This is an optimization exercise on Yosys and OpenROAD, whose aim is small area and few clock cycles, not a production implementation.
Only simulation tests tie the RTL to the original design; equivalence was not proved.
Power and IR drop assume default switching activity.

==> design/flow/config.mk <==
export PLATFORM = sky130hd
export DESIGN_NAME = uvc_frame_reader
export DESIGN_NICKNAME = uvc_frame_reader
export VERILOG_FILES = /design/flow/design.v
export SDC_FILE = /design/flow/constraint.sdc
export NUM_CORES = 4
export LEC_CHECK = 0
export CAP_MARGIN = 0
export CORE_MARGIN = 2
export CORE_UTILIZATION = 60
export SLEW_MARGIN = 0
export SYNTH_HIERARCHICAL = 1
export SYNTH_MINIMUM_KEEP_SIZE = 0
==> design/flow/constraint.sdc <==
create_clock -name core_clock -period 5.0 [get_ports {axi_clk}]
set_input_delay 1.0000 -clock core_clock [delete_from_list [all_inputs] [get_ports {axi_clk}]]
set_output_delay 1.0000 -clock core_clock [all_outputs]
set_load 0.01 [all_outputs]
==> design/flow/design.v <==
`timescale 1ns/1ps
package axi_read_pkg;
    typedef logic [31:0] axi_addr_t;     
    typedef logic [63:0] axi_data_t;     
    typedef logic [7:0]  axi_len_t;      
    typedef enum logic [2:0] {
        SIZE_1B, SIZE_2B, SIZE_4B, SIZE_8B,
        SIZE_16B, SIZE_32B, SIZE_64B, SIZE_128B
    } axi_size_e;
    typedef enum logic [1:0] {FIXED = 2'd0, INCR = 2'd1, WRAP = 2'd2} axi_burst_e;
    typedef enum logic [2:0] {
        IDLE, LINE_ADDR, LINE_BURST, WAIT_ROOM, FRAME_REQ, FRAME_UPDATE, RESYNC
    } fetch_state_e;
endpackage
`timescale 1ns/1ps
package video_stream_pkg;
    typedef logic [7:0] vid_byte_t;
    typedef struct packed {
        logic        sof;    
        logic [63:0] data;
    } tagged_beat_t;
    typedef logic [$clog2(16 + 1) - 1:0] fifo_level_t;
endpackage
`timescale 1ns/1ps
module byte_pick3 (
    input  logic [2:0]  sel_i,
    input  logic [23:0] bytes_i,
    output logic [7:0]  byte_n_o
);
    assign byte_n_o = ~(({8{sel_i[0]}} & bytes_i[7:0]) |
                        ({8{sel_i[1]}} & bytes_i[15:8]) |
                        ({8{sel_i[2]}} & bytes_i[23:16]));
endmodule
module byte_serializer #(
    parameter int N = 32                 
) (
    input  logic [N-1:0]   sel_i,        
    input  logic [N*8-1:0] bytes_i,
    output logic [7:0]     byte_o
);
    localparam int G = (N + 2) / 3;      
    logic [3*G-1:0]   sel;
    logic [3*G*8-1:0] bytes;
    logic [7:0]       group_n [0:G-1];
    assign sel   = (3*G)'(sel_i);
    assign bytes = (3*G*8)'(bytes_i);
    for (genvar g = 0; g < G; g++)
    begin : g_group
        byte_pick3 u_pick3 (
            .sel_i    (sel[3*g +: 3]),
            .bytes_i  (bytes[24*g +: 24]),
            .byte_n_o (group_n[g])
        );
    end
    always_comb
    begin
        byte_o = '0;
        for (int g = 0; g < G; g++)
            byte_o = byte_o | ~group_n[g];
    end
endmodule
`timescale 1ns/1ps
module uvc_frame_reader (
    input  logic                        axi_clk,
    input  logic                        rst_n,
    input  axi_read_pkg::axi_addr_t     frame_buffer_addr_i,
    output logic                        next_frame_buffer_request_o,
    output axi_read_pkg::axi_addr_t     araddr_o,
    output axi_read_pkg::axi_len_t      arlen_o,
    output axi_read_pkg::axi_size_e     arsize_o,
    output axi_read_pkg::axi_burst_e    arburst_o,
    output logic                        arvalid_o,
    input  logic                        arready_i,
    input  axi_read_pkg::axi_data_t     rdata_i,
    input  logic                        rvalid_i,
    output logic                        rready_o,
    input  logic                        vf_sof_i,
    input  logic                        uvc_ready_i,
    output logic                        vf_valid_o,
    output video_stream_pkg::vid_byte_t vf_byte_o
);
    localparam int BEATS = (16 / 4);    
    logic [63:0] slot_q [0:BEATS-1];
    logic [2:0]  wcnt_q;      
    logic [2:0]  rcnt_q;      
    logic [2:0]  idx_q;       
    logic [1:0]  line_q;      
    logic take, last_byte, mismatch, accept, raise_now, bypass, frame_start;
    assign arlen_o   = axi_read_pkg::axi_len_t'(BEATS - 1);
    assign arsize_o  = axi_read_pkg::SIZE_8B;
    assign arburst_o = axi_read_pkg::INCR;
    assign rready_o  = 1'b1;
    assign araddr_o  = {frame_buffer_addr_i[31:11] +
                        (32 - 11)'(line_q),
                        frame_buffer_addr_i[11-1:0]};
    assign arvalid_o = raise_now;
    assign next_frame_buffer_request_o = (line_q == 2'd0) && (wcnt_q == 3'd0);
    assign bypass     = (rcnt_q == wcnt_q);
    assign vf_valid_o = !rcnt_q[2] && (!bypass || rvalid_i);
    logic [32:0] pick_sel;
    always_comb
    begin
        for (int i = 0; i < 32; i++)
            pick_sel[i] = !bypass && ({rcnt_q[1:0] - wcnt_q[1:0], idx_q} == 5'(i));
        pick_sel[32] = bypass;
    end
    byte_serializer #(.N(33)) u_pick (
        .sel_i   (pick_sel),
        .bytes_i ({rdata_i[7:0], slot_q[3], slot_q[2], slot_q[1], slot_q[0]}),
        .byte_o  (vf_byte_o)
    );
    assign frame_start = (line_q == 2'd1) && (rcnt_q[1:0] == 2'd0) && (idx_q == 3'd0);
    assign take      = vf_valid_o && uvc_ready_i;
    assign last_byte = (idx_q == 3'd7);
    assign mismatch  = take && vf_sof_i && !frame_start;
    assign accept    = arvalid_o && arready_i;
    assign raise_now = wcnt_q[2] &&
                       (rcnt_q[2] ||
                        (rcnt_q[1:0] == 2'd3 && last_byte && take && !vf_sof_i));
    always_ff @(posedge axi_clk or negedge rst_n)
    begin
        if (!rst_n)
        begin
            wcnt_q    <= 3'd4;
            rcnt_q    <= 3'd4;
            idx_q     <= '0;
            line_q    <= '0;
        end
        else
        begin
            if (accept)
                wcnt_q <= '0;
            else if (rvalid_i)
                wcnt_q <= wcnt_q + 1'b1;
            if (mismatch)
            begin
                rcnt_q <= 3'd4;
                idx_q  <= '0;
                line_q <= '0;
            end
            else
            begin
                if (accept)
                    rcnt_q <= '0;
                else if (take && last_byte)
                    rcnt_q <= rcnt_q + 1'b1;
                if (take)
                    idx_q <= idx_q + 1'b1;
                if (accept)
                    line_q <= line_q + 1'b1;
            end
        end
    end
    always_ff @(posedge axi_clk)
    begin
        if (rvalid_i)
        begin
            for (int k = 0; k < BEATS - 1; k++)
                slot_q[k] <= slot_q[k + 1];
            slot_q[BEATS-1] <= rdata_i;
        end
    end
endmodule
==> design/flow/flow/run.sh <==
#!/bin/bash
# layout flow: the standard flow, with the smallest buffer on the ports, a
# clock tree of fewer, smaller buffers without dummy loads, placement that
# does not keep its timing-driven buffering, and one tie cell per constant
export BUFFER_PORTS_ARGS="-buffer_cell sky130_fd_sc_hd__buf_1"
export CTS_ARGS="-sink_clustering_enable -repair_clock_nets -dont_use_dummy_load -buf_list sky130_fd_sc_hd__clkbuf_8 -sink_clustering_size 20 -sink_clustering_max_diameter 60"
export GPL_KEEP_OVERFLOW=0
export SKIP_REPAIR_TIE_FANOUT=1
bash standard.sh > standard.log 2>&1
==> design/flow/standard.sh <==
#!/bin/bash
# synth_recipe.tcl (not shown) runs the flow's synth.tcl, then flattens the netlist and writes it again
# the make line also repeats each setting of config.mk as NAME=value (left out here)
make -C /OpenROAD-flow-scripts/flow DESIGN_CONFIG=/design/flow/config.mk WORK_HOME=/design/flow/orfs CLKGATE_MAP_FILE= SYNTH_SCRIPT=/design/flow/synth_recipe.tcl "${@:-finish}"
==> impl_metrics.toml, run 1 <==
[die]
dieArea_um2 = 18600
rows = 48
die_h_um = 136
start_util_pct = 61.1
pin_count = 159
fp.dieW_um = 136
core_um2 = 17200

[place]
dpl.hpwl_um = 15900
io_buffers = 122
preCtsSetupSlack_ns = 0.889
gp_congestion = 0.841
dp.cells = 920

[global_route]
antenna_found_initial = 0
grt_usage_pct = 25.5
grt_start_max_net_pins = 48
grt_first_pass_wirelength_um = 34400
grt_overflow = 0
grt_pass1_vias = 6091

[run_status]
outcome = "no timing/DRC/antenna violations"

[routing]
viasPerCell = 6.43
drt_iter0_markers = 997
drt-total-wl_um = 23400
vias = 6029
drtAntennaViolNets = 0
drc_errors = 0
firstDrtPassIters = 8
routedWlPerCell_um = 25.0

[pwr]
p_comb_share_pct = 26.1
pwr-share-clk_pct = 18.6
switching_share_pct = 31.6
power_frac_seq_pct = 55.3
powerDensity_nw_per_um2 = 446
ir_worst_vdd_uv = 283
power.net_switching_mw = 1.59
p_int_mw = 3.46
power_leakage_nw = 3.78

[timing]
slew_headroom_pct = 28.0
rsz0062_at_grt = "no"
fin_crit_ns = 4.69
worst_pin_slew_ns = 1.08
setup_slack_ns = 0.309
clock.fmax_mhz = 213
holdWs_ns = 0.437
finalHoldViolCount = 0
slew_violations = 0
setup_viol = 0
skew_ns = 0.0407
min_period_over_period_pct = 93.8

[critical_path]
critPathLaunch = "rcnt_q[0]"
crit_path_max_fanout = 10
path_buf_inv = 2
r2r_setup_slack_ns = 2.85
ff2ff_path_depth = 6
crit_path_cell_trace = "inv_1, ha_1, a21oi_1, mux2i_1, nor2_1, a222oi_1, nand4_1, or3_1, buf_1"
r2r-start = "rcnt_q[0]"
crit_path_end_kind = "output pin"
crit_slowest_cell = "mux2i_1"
r2r_end = "rcnt_q[1]"
max_stage_delay_ns = 0.58
crit_arrival_ns = 3.69
critPathLaunchType = "register"
crit_type = "reg2out"
cp.required_ns = 4.00
path_delay_family = "simple AND/OR/NAND/NOR gates"

[clocking]
clk_pin_slew_ns = 0.11
clk_latency_ns = 0.52
cts_hold_buf = 0
clock_path_buffers = 3
post_cts_resized = 0
h-tree-depth = 1
postCtsSetupRepairBufs = 0
clock_sinks = 267
cts_tree = "done"
cts-buffers-inserted = 18
cts_root_buf = "clkbuf_8"

[layout]
n_antenna_cell = 0
num-nets-final = 832
drive_gt1_share_pct = 4.77
num-fill-cells = 1229
fin_cells = 938
area_delta_synth_final_pct = 7.60
fin_util_pct = 65.7

[min_path]
min_to = "slot_q[0][51]"
hold_start = "slot_q[1][51]"
worst_hold_path_type = "reg2reg"
whs_path_depth = 0

[logic_synthesis]
synth_area_um2 = 10500
synth_edf_count = 256
syn_avg_cell_area_um2 = 17.0
synth_seq_area_share_pct = 75.7
synth.distinct_cells = 43
synth_seq_cells = 267
yosysWarnings = 10
synthArstFlopShare_pct = 4.12
synthFlopType = "edfxtp_1"
synthCells = 619

[job]
maxCapViolCount = 0
==> state kept, by name (all words and copies together), names as in the netlist <==
register / flops
slot_q: 256
idx_q: 3
rcnt_q: 3
wcnt_q: 3
line_q: 2
==> Yosys stat by module (local to each module, per instance), excerpt <==
module | cell area (um^2) | cells | copies in the design
uvc_frame_reader | 9350 | 477 | 1
byte_pick3 | 90.1 | 10 | 11
==> final cells by class <==
type | instances | area [um^2] | area share [%]
timing repair buffer | 128 | 579 | 5.11
sequential | 267 | 7970 | 70.3
clock buffer | 18 | 248 | 2.19
tap | 225 | 282 | 2.49
inverter | 16 | 60.1 | 0.530
multi-input combinational | 284 | 2190 | 19.4
==> power groups by stage <==
stage	Combinational [mW]	Clock, mW	Sequential [mW]
floorplan	0.859	0	2.78
global placement	1.26	0	2.86
detailed placement	1.31	0	2.84
CTS	1.32	0.962	2.79
global route	1.44	1.03	2.81
finish	1.32	0.940	2.79
==> per-stage QoR <==
stage | setup TNS (ns) | instance area (um^2) | power [mW]
after floorplan | 0 | 10500 | 3.64
after global placement | -1547.66 | 10900 | 4.12
after detailed placement | 0 | 11100 | 4.15
after CTS | 0 | 11300 | 5.07
after global routing | 0 | 11300 | 5.29
final | 0 | 11300 | 5.05
==> cell families (layout without fill, tap and decap cells) <==
family	after synthesis	count (layout)	share of synthesized area (%)
XOR/XNOR	25	25	2.26
AO/OA/AOI/OAI	105	105	9.58
AND/OR/NAND/NOR	134	134	6.68
other	2	2	0.0713
flip-flops	267	267	75.7
adder cells (fa/ha/maj)	15	15	1.85
buffers and inverters	68	162	3.60
multiplexers	3	3	0.285
==> cell usage in the layout (no fill, tap or decap), types with 2 or more instances in the layout <==
| cell | count |
|---|---|
| a21oi_1 | 3 |
| inv_1 | 15 |
| and3_1 | 3 |
| dfrtp_1 | 9 |
| o21ai_0 | 4 |
| nor2_1 | 30 |
| nand4_1 | 19 |
| nand4b_1 | 2 |
| xor2_1 | 11 |
| o211ai_1 | 3 |
| mux2i_1 | 3 |
| ha_1 | 14 |
| dfstp_2 | 2 |
| clkbuf_8 | 18 |
| edfxtp_1 | 256 |
| a222oi_1 | 88 |
| nand3_1 | 17 |
| buf_1 | 121 |
| conb_1 | 2 |
| nand2_1 | 24 |
| o21a_1 | 2 |
| and2_1 | 17 |
| nor3_2 | 2 |
| nor4_1 | 2 |
| xnor2_1 | 13 |
| buf_12 | 6 |
| nor3_1 | 2 |
| or3_1 | 9 |
==> synth_stat cells (all sizes together) (5+ instances only) <==
cell	n	area share, %
nand3	17	0.81
and2	17	1.0
o21ai	5	0.24
edfxtp	256	73
dfrtp	9	2.1
a222oi	88	8.4
nor2	30	1.1
xnor2	13	1.1
ha	14	1.7
clkbuf	25	1.2
or3	9	0.53
buf	27	1.9
xor2	12	1.2
inv	16	0.57
nand2	24	0.86
nand4	19	1.1
==> per-layer routing <==
metal / routed length [um] / track usage (%)
met1: 8190 / 30.5
met2: 12600 / 46.9
met3: 2040 / 5.07
met4: 551 / 7.00
met5: 0 / 0
==> worst max path at each step <==
stage,end,cells after the start
after detailed placement,araddr_o[31],9
final,vf_byte_o[5],9
after global routing,vf_byte_o[3],9
after global placement,rcnt_q[0],4
after floorplan,araddr_o[29],7
after CTS,vf_byte_o[5],9
Testbench counts, summed over its fixed seeds: cycles 19,354.
==> inputs of run 2 (changes only) <==
==> design/flow/flow/run.sh (replaced) <==
#!/bin/bash
# layout flow: the standard flow, with the smallest buffer on the ports, a
# clock tree of fewer, smaller buffers without dummy loads, placement that
# does not keep its timing-driven buffering, and one tie cell per constant
export BUFFER_PORTS_ARGS="-buffer_cell sky130_fd_sc_hd__buf_1"
export CTS_ARGS="-sink_clustering_enable -repair_clock_nets -dont_use_dummy_load -buf_list sky130_fd_sc_hd__clkbuf_8 -sink_clustering_size 24 -sink_clustering_max_diameter 45"
export GPL_KEEP_OVERFLOW=0
export SKIP_REPAIR_TIE_FANOUT=1
bash standard.sh > standard.log 2>&1
==> run 2 against run 1 <==
Net effect:
- critical path depth down 1
- global-route usage up 0.21 points
- hold slack worse by 0.0098 ns
- final cell count up 0.96%
- count of clock-buffer cells in the layout up 9
- largest cell class unchanged
- setup slack worse by 0.074 ns
==> impl_metrics.toml, run 2 <==
[logic_synthesis]
synth.most_common_cell = "edfxtp_1"
synth.distinct_cells = 43
synth_seq_area_share_pct = 75.7
syn_avg_cell_area_um2 = 17.0
synthArstFlopShare_pct = 4.12
synthFlopType = "edfxtp_1"
synth_area_um2 = 10500
synth_area_leader_cell = "edfxtp_1"
yosysWarnings = 10
synth_area_leaders = "edfxtp_1 (73%), a222oi_1 (8.4%), dfrtp_1 (2.1%)"
synth_seq_cells = 267
synthCells = 619
synthTopCellsByCount = "edfxtp_1 (256), a222oi_1 (88), nor2_1 (30), buf_4 (25), nand2_1 (24)"
synth_top_cell_area_share_pct = 73.0
synth_edf_count = 256

[timing]
skew_ns = 0.0430
fin_crit_ns = 4.77
worst_pin_slew_ns = 1.05
min_period_over_period_pct = 95.3
rsz0062_at_grt = "no"
setup_viol = 0
clock.fmax_mhz = 210
slew_headroom_pct = 29.6
finalHoldViolCount = 0
slew_violations = 0
holdWs_ns = 0.428

[die]
die_h_um = 136
core_um2 = 17200
rows = 48
dieArea_um2 = 18600
start_util_pct = 61.1
fp.dieW_um = 136
pin_count = 159

[layout]
drive_gt1_share_pct = 5.96
final_common_cell = "edfxtp_1"
area_delta_synth_final_pct = 8.77
final_cell_mix = "edfxtp_1 (256), buf_1 (121), a222oi_1 (88)"
largest_reg_flops = 256
fin_area_um2 = 11400
n_antenna_cell = 0
fin_util_pct = 66.4
num-nets-final = 841
regMostFlops = "slot_q"

[clocking]
clk_pin_slew_ns = 0.09
clock_sinks = 267
clk_latency_ns = 0.55
postCtsSetupRepairBufs = 0
cts-buffers-inserted = 27
h-tree-depth = 1
cts_hold_buf = 0
clock_path_buffers = 3
cts_root_buf = "clkbuf_8"
cts_tree = "done"
post_cts_resized = 0

[critical_path]
crit_slowest_cell = "mux2i_1"
crit_arrival_ns = 3.77
cp.required_ns = 4.00
crit_path_max_fanout = 10
critPathLaunchType = "register"
crit_path_end_kind = "output pin"
max_stage_delay_ns = 0.58
path_delay_family = "simple AND/OR/NAND/NOR gates"
crit_type = "reg2out"
path_buf_inv = 1
crit_path_cell_trace = "ha_1, a21oi_1, mux2i_1, nor2_1, a222oi_1, nand4_1, or3_1, buf_1"

[run_status]
outcome = "no timing/DRC/antenna violations"

[global_route]
antenna_found_initial = 0
grt_overflow = 0
grt_first_pass_wirelength_um = 34700
grt_usage_pct = 25.7
grt_start_max_net_pins = 48
grt_pass1_vias = 6167

[routing]
drc_errors = 0
firstDrtPassIters = 8
drt-total-wl_um = 23600
drt_iter0_markers = 936
viasPerCell = 6.51
routedWlPerCell_um = 25.0
vias = 6166
drtAntennaViolNets = 0

[place]
io_buffers = 122
place_area_um2 = 11100
gp_congestion = 0.841
dpl.hpwl_um = 15900

[min_path]
worst_hold_path_type = "reg2reg"

[pwr]
power_mw = 5.24
powerDensity_nw_per_um2 = 458
power_leakage_nw = 3.84
ir_worst_vdd_uv = 269

[job]
maxCapViolCount = 0
-- run 2: cell counts after synthesis --
Identical to the previous run, type by type.
-- run 2: final timing paths --
check	endpoint	cells after the start	slack, ns	start
setup / recovery	vf_byte_o[5]	8	0.23	wcnt_q[0]
hold / removal	slot_q[0][61]	0	0.43	slot_q[1][61]
setup reg to reg	rcnt_q[1]	5	2.83	wcnt_q[0]
hold reg to reg	slot_q[0][61]	0	0.43	slot_q[1][61]
max in group asynchronous	rcnt_q[1]	1	4.09	rst_n
min in group asynchronous	wcnt_q[0]	1	0.46	rst_n
-- run 2: final cells by class --
type | instances | area [um^2]
Multi-Input combinational cell | 284 | 2190
Timing Repair Buffer | 128 | 579
Sequential cell | 267 | 7970
Inverter | 16 | 60.1
Tap cell | 225 | 282
Clock buffer | 27 | 372
Fill cell | 1220 | 5790
-- run 2: cells by family after synthesis --
logic type,share of synthesized area (%)
flops,75.7
simple gates,6.68
compound gates,9.58
buf+inv,3.60
xor+xnor,2.26
fa+ha+maj,1.85
mux,0.285
other cells,0.0713
-- run 2: modules after synthesis, one instance, submodules excluded, a selection --
module / cell area (um^2) / cells inside
byte_pick3: 90.1 / 10
uvc_frame_reader: 9350 / 477
-- run 2: through the flow --
step                setup WS, ns  setup TNS [ns]  std cells
global route              0.0843               0        947
floorplan                   1.25               0        619
detailed placement         0.889               0        920
CTS                        0.306               0        947
finish                     0.235               0        947
global placement           -6.85        -1547.66        914
-- run 2: report_power, final --
part / leakage, nW / internal [mW] / total, mW / switching [mW]
clock: 0.194 / 0.479 / 1.12 / 0.644
combinational: 1.01 / 0.471 / 1.32 / 0.854
sequential: 2.64 / 2.66 / 2.79 / 0.132
-- run 2: per-layer routing --
layer  wire (um)  GRT usage, %
met5           0             0
met2       12700          47.3
met4         513          7.64
met1        8180          30.3
met3        2230          5.22
==> inputs of run 3 (changes only) <==
==> design/flow/run.sh (new file) <==
#!/bin/bash
# synth_recipe.tcl (not shown) runs the flow's synth.tcl, then flattens the netlist and writes it again
# the make line also repeats each setting of config.mk as NAME=value (left out here)
make -C /OpenROAD-flow-scripts/flow DESIGN_CONFIG=/design/flow/config.mk WORK_HOME=/design/flow/orfs CLKGATE_MAP_FILE= SYNTH_SCRIPT=/design/flow/synth_recipe.tcl finish
==> design/flow/config.mk (replaced) <==
export PLATFORM = sky130hd
export DESIGN_NAME = uvc_frame_reader
export DESIGN_NICKNAME = uvc_frame_reader
export VERILOG_FILES = /design/flow/design.v
export SDC_FILE = /design/flow/constraint.sdc
export NUM_CORES = 4
export LEC_CHECK = 0
export CAP_MARGIN = 20
export CORE_MARGIN = 2
export CORE_UTILIZATION = 40
export CTS_BUF_LIST = sky130_fd_sc_hd__clkbuf_8
export CTS_CLUSTER_DIAMETER = 60
export CTS_CLUSTER_SIZE = 20
export SLEW_MARGIN = 20
export SYNTH_HIERARCHICAL = 1
export SYNTH_MINIMUM_KEEP_SIZE = 0
removed: design/flow/flow/run.sh
removed: design/flow/standard.sh
==> run 3 against run 2 <==
Net effect:
- clock skew fell by 0.032 ns
- area after synthesis did not move
- cell area rose by 7.8%
- clock power fell by 8%
- final cell count rose by 13%
- sequential cell count did not move
- via count rose by 0.32%
- global-route usage fell by 7.9 points
- fmax fell by 2.6%
- count of clock-buffer cells in the layout fell by 8
- critical path depth rose by 1
- sequential power barely moved
- critical path type unchanged
- largest power group unchanged
==> impl_metrics.toml, run 3 <==
[logic_synthesis]
synth_seq_cells = 267
synth_area_leader_cell = "edfxtp_1"
synth_area_um2 = 10500
synthCells = 619
synth.distinct_cells = 43
synth_top_cell_area_share_pct = 73.0
synth_area_leaders = "edfxtp_1 (73%), a222oi_1 (8.4%), dfrtp_1 (2.1%)"
synthTopCellsByCount = "edfxtp_1 (256), a222oi_1 (88), nor2_1 (30), buf_4 (25), nand2_1 (24)"
syn_avg_cell_area_um2 = 17.0
synth_seq_area_share_pct = 75.7
synth_edf_count = 256
synth.most_common_cell = "edfxtp_1"
yosysWarnings = 10
synthArstFlopShare_pct = 4.12
synthFlopType = "edfxtp_1"

[pwr]
power_leakage_nw = 4.17
power_mw = 5.54
ir_worst_vdd_uv = 230
powerDensity_nw_per_um2 = 449

[layout]
area_delta_synth_final_pct = 17.3
num-fill-cells = 2234
largest_reg_flops = 256
n_antenna_cell = 0
drive_gt1_share_pct = 7.10
fin_util_pct = 47.5
regMostFlops = "slot_q"
final_cell_mix = "edfxtp_1 (256), clkdlybuf4s50_1 (120), a222oi_1 (88)"
final_common_cell = "edfxtp_1"
fin_area_um2 = 12300
num-nets-final = 843

[routing]
routedWlPerCell_um = 24.0
drc_errors = 0
viasPerCell = 5.80
firstDrtPassIters = 7
drt_iter0_markers = 967
drtAntennaViolNets = 0
drt-total-wl_um = 25600
vias = 6186

[die]
die_h_um = 166
start_util_pct = 40.5
fp.dieW_um = 166
rows = 59
core_um2 = 26000
dieArea_um2 = 27600
pin_count = 159

[job]
maxCapViolCount = 0

[place]
place_area_um2 = 11900
io_buffers = 122
dpl.hpwl_um = 16400
gp_congestion = 0.819
preCtsSetupSlack_ns = 0.132

[critical_path]
crit_arrival_ns = 3.89
crit_path_max_fanout = 10
critPathLaunchType = "register"
crit_path_end_kind = "output pin"
crit_type = "reg2out"
cp.required_ns = 4.00

[timing]
skew_ns = 0.0112
setup_slack_ns = 0.105
holdWs_ns = 0.460
fin_crit_ns = 4.89
setup_viol = 0
slew_headroom_pct = 29.6
slew_violations = 0
clock.fmax_mhz = 204
finalHoldViolCount = 0
worst_pin_slew_ns = 1.06
min_period_over_period_pct = 97.9

[global_route]
grt_usage_pct = 17.7
grt_overflow = 0
grt_pass1_vias = 6260
antenna_found_initial = 0
grt_first_pass_wirelength_um = 37100
grt_start_max_net_pins = 87

[clocking]
clock_path_buffers = 3
clk_pin_slew_ns = 0.12
cts_hold_buf = 0
cts_root_buf = "clkbuf_8"
cts-buffers-inserted = 18
clock_sinks = 267
clk_latency_ns = 0.52
h-tree-depth = 1
cts_tree = "done"

[min_path]
worst_hold_path_type = "reg2reg"

[run_status]
outcome = "no timing/DRC/antenna violations"
-- run 3: cell counts after synthesis --
No cell type changed its count.
-- run 3: per-stage QoR --
step,TNS (ns),instances
floorplan,0,631
global placement,0,1040
detailed placement,0,1040
CTS,0,1066
global route,-0.0127,1067
finish,0,1067
-- run 3: per-module statistics from Yosys (local to each module, per instance), a selection --
module | cells inside | times used | cell area (um^2) | flip-flops and latches
uvc_frame_reader | 477 | 1 | 9350 | 267
byte_pick3 | 10 | 11 | 90.1 | 0
-- run 3: what timing repair did --
| item | in CTS | in global routing |
|---|---|---|
| setup endpoints to repair | 7 | 9 |
| setup buffers | 0 | 1 |
| gates resized for setup | 2 | 18 |
-- run 3: metal layers --
metal | GRT usage (%) | up-vias | wire length, um
met5 | 0 | - | 0
met2 | 31.6 | 328 | 13300
li1 | - | 2741 | -
met3 | 3.77 | 63 | 2380
met1 | 20.7 | 3054 | 9020
met4 | 7.65 | 0 | 884
-- run 3: area by class of cell --
type                            instances  area [um^2]  area share (%)
Inverter                               16         60.1           0.486
Clock buffer                           19          262            2.12
Clock inverter                          7         51.3           0.416
Sequential cell                       267         7970            64.5
Timing Repair Buffer                  127         1280            10.4
Multi-Input combinational cell        296         2310            18.7
Tap cell                              335          419            3.40
-- run 3: worst paths after layout --
check / start / slack [ns] / cells after the start / endpoint
max in group asynchronous: rst_n / 3.78 / 1 / rcnt_q[2]
worst min register to register: slot_q[1][27] / 0.46 / 0 / slot_q[0][27]
worst min-delay path: slot_q[1][27] / 0.46 / 0 / slot_q[0][27]
worst max register to register: rcnt_q[0] / 2.82 / 6 / rcnt_q[1]
worst max-delay path: rcnt_q[0] / 0.11 / 9 / vf_byte_o[7]
min in group asynchronous: rst_n / 0.85 / 1 / idx_q[0]
-- run 3: cells by family after synthesis --
| kind of cell | synth area share [%] |
|---|---|
| compound gates | 9.58 |
| xor+xnor | 2.26 |
| fa+ha+maj | 1.85 |
| buf+inv | 3.60 |
| flops | 75.7 |
| mux | 0.285 |
| other cells | 0.0713 |
| simple gates | 6.68 |
-- run 3: where the power goes --
part           total (mW)  switching, mW  internal, mW  leakage (nW)
clock network        1.03          0.662         0.364         0.174
logic                1.72          0.956         0.765          1.35
registers            2.79          0.133          2.66          2.64
total                5.54           1.75          3.79          4.17
-- run 3: critical path: stages, from the launching register on --
cell and delay (ns):
dfrtp_1 0.39, inv_1 0.09, ha_1 0.41, a21oi_1 0.40, mux2i_4 0.23, nor2_2 0.70, a222oi_1 0.25, nand4_1 0.16
or3_1 0.17, clkdlybuf4s50_1 0.57

[port drivers added, routing unchanged]
How much do the figures lean on ideal ports? The routed layouts below were timed once more, with nothing changed but the port constraints.
Step 1 (the two cells are an assumption about what drives the block):
set clk [get_ports {axi_clk}]
set_driving_cell -lib_cell sky130_fd_sc_hd__clkbuf_16 $clk
set_driving_cell -lib_cell sky130_fd_sc_hd__buf_2 [delete_from_list [all_inputs] $clk]
Step 2 adds t to the input delays and takes it off the output delays; t is the mean of the earliest and latest rising clock arrival at the registers after step 1. Input paths then give back, and output paths get back, about the clock's delay inside the block.
Three values: ideal, step 1, step 2; two values: the first two.
run	t (ns)	setup WS [ns]	clock arrival spread, ns	worst register clock-pin slew, ns	pins driven straight from the clock port
run 1	0.538	0.309 / 0.272 / 0.811	0.048 / 0.047	0.12 / 0.12	1
run 2	0.567	0.235 / 0.198 / 0.765	0.058 / 0.059	0.09 / 0.09	1
run 3	0.558	0.105 / 0.065 / 0.156	0.022 / 0.021	0.12 / 0.12	1
After both steps every run listed still meets setup and hold.
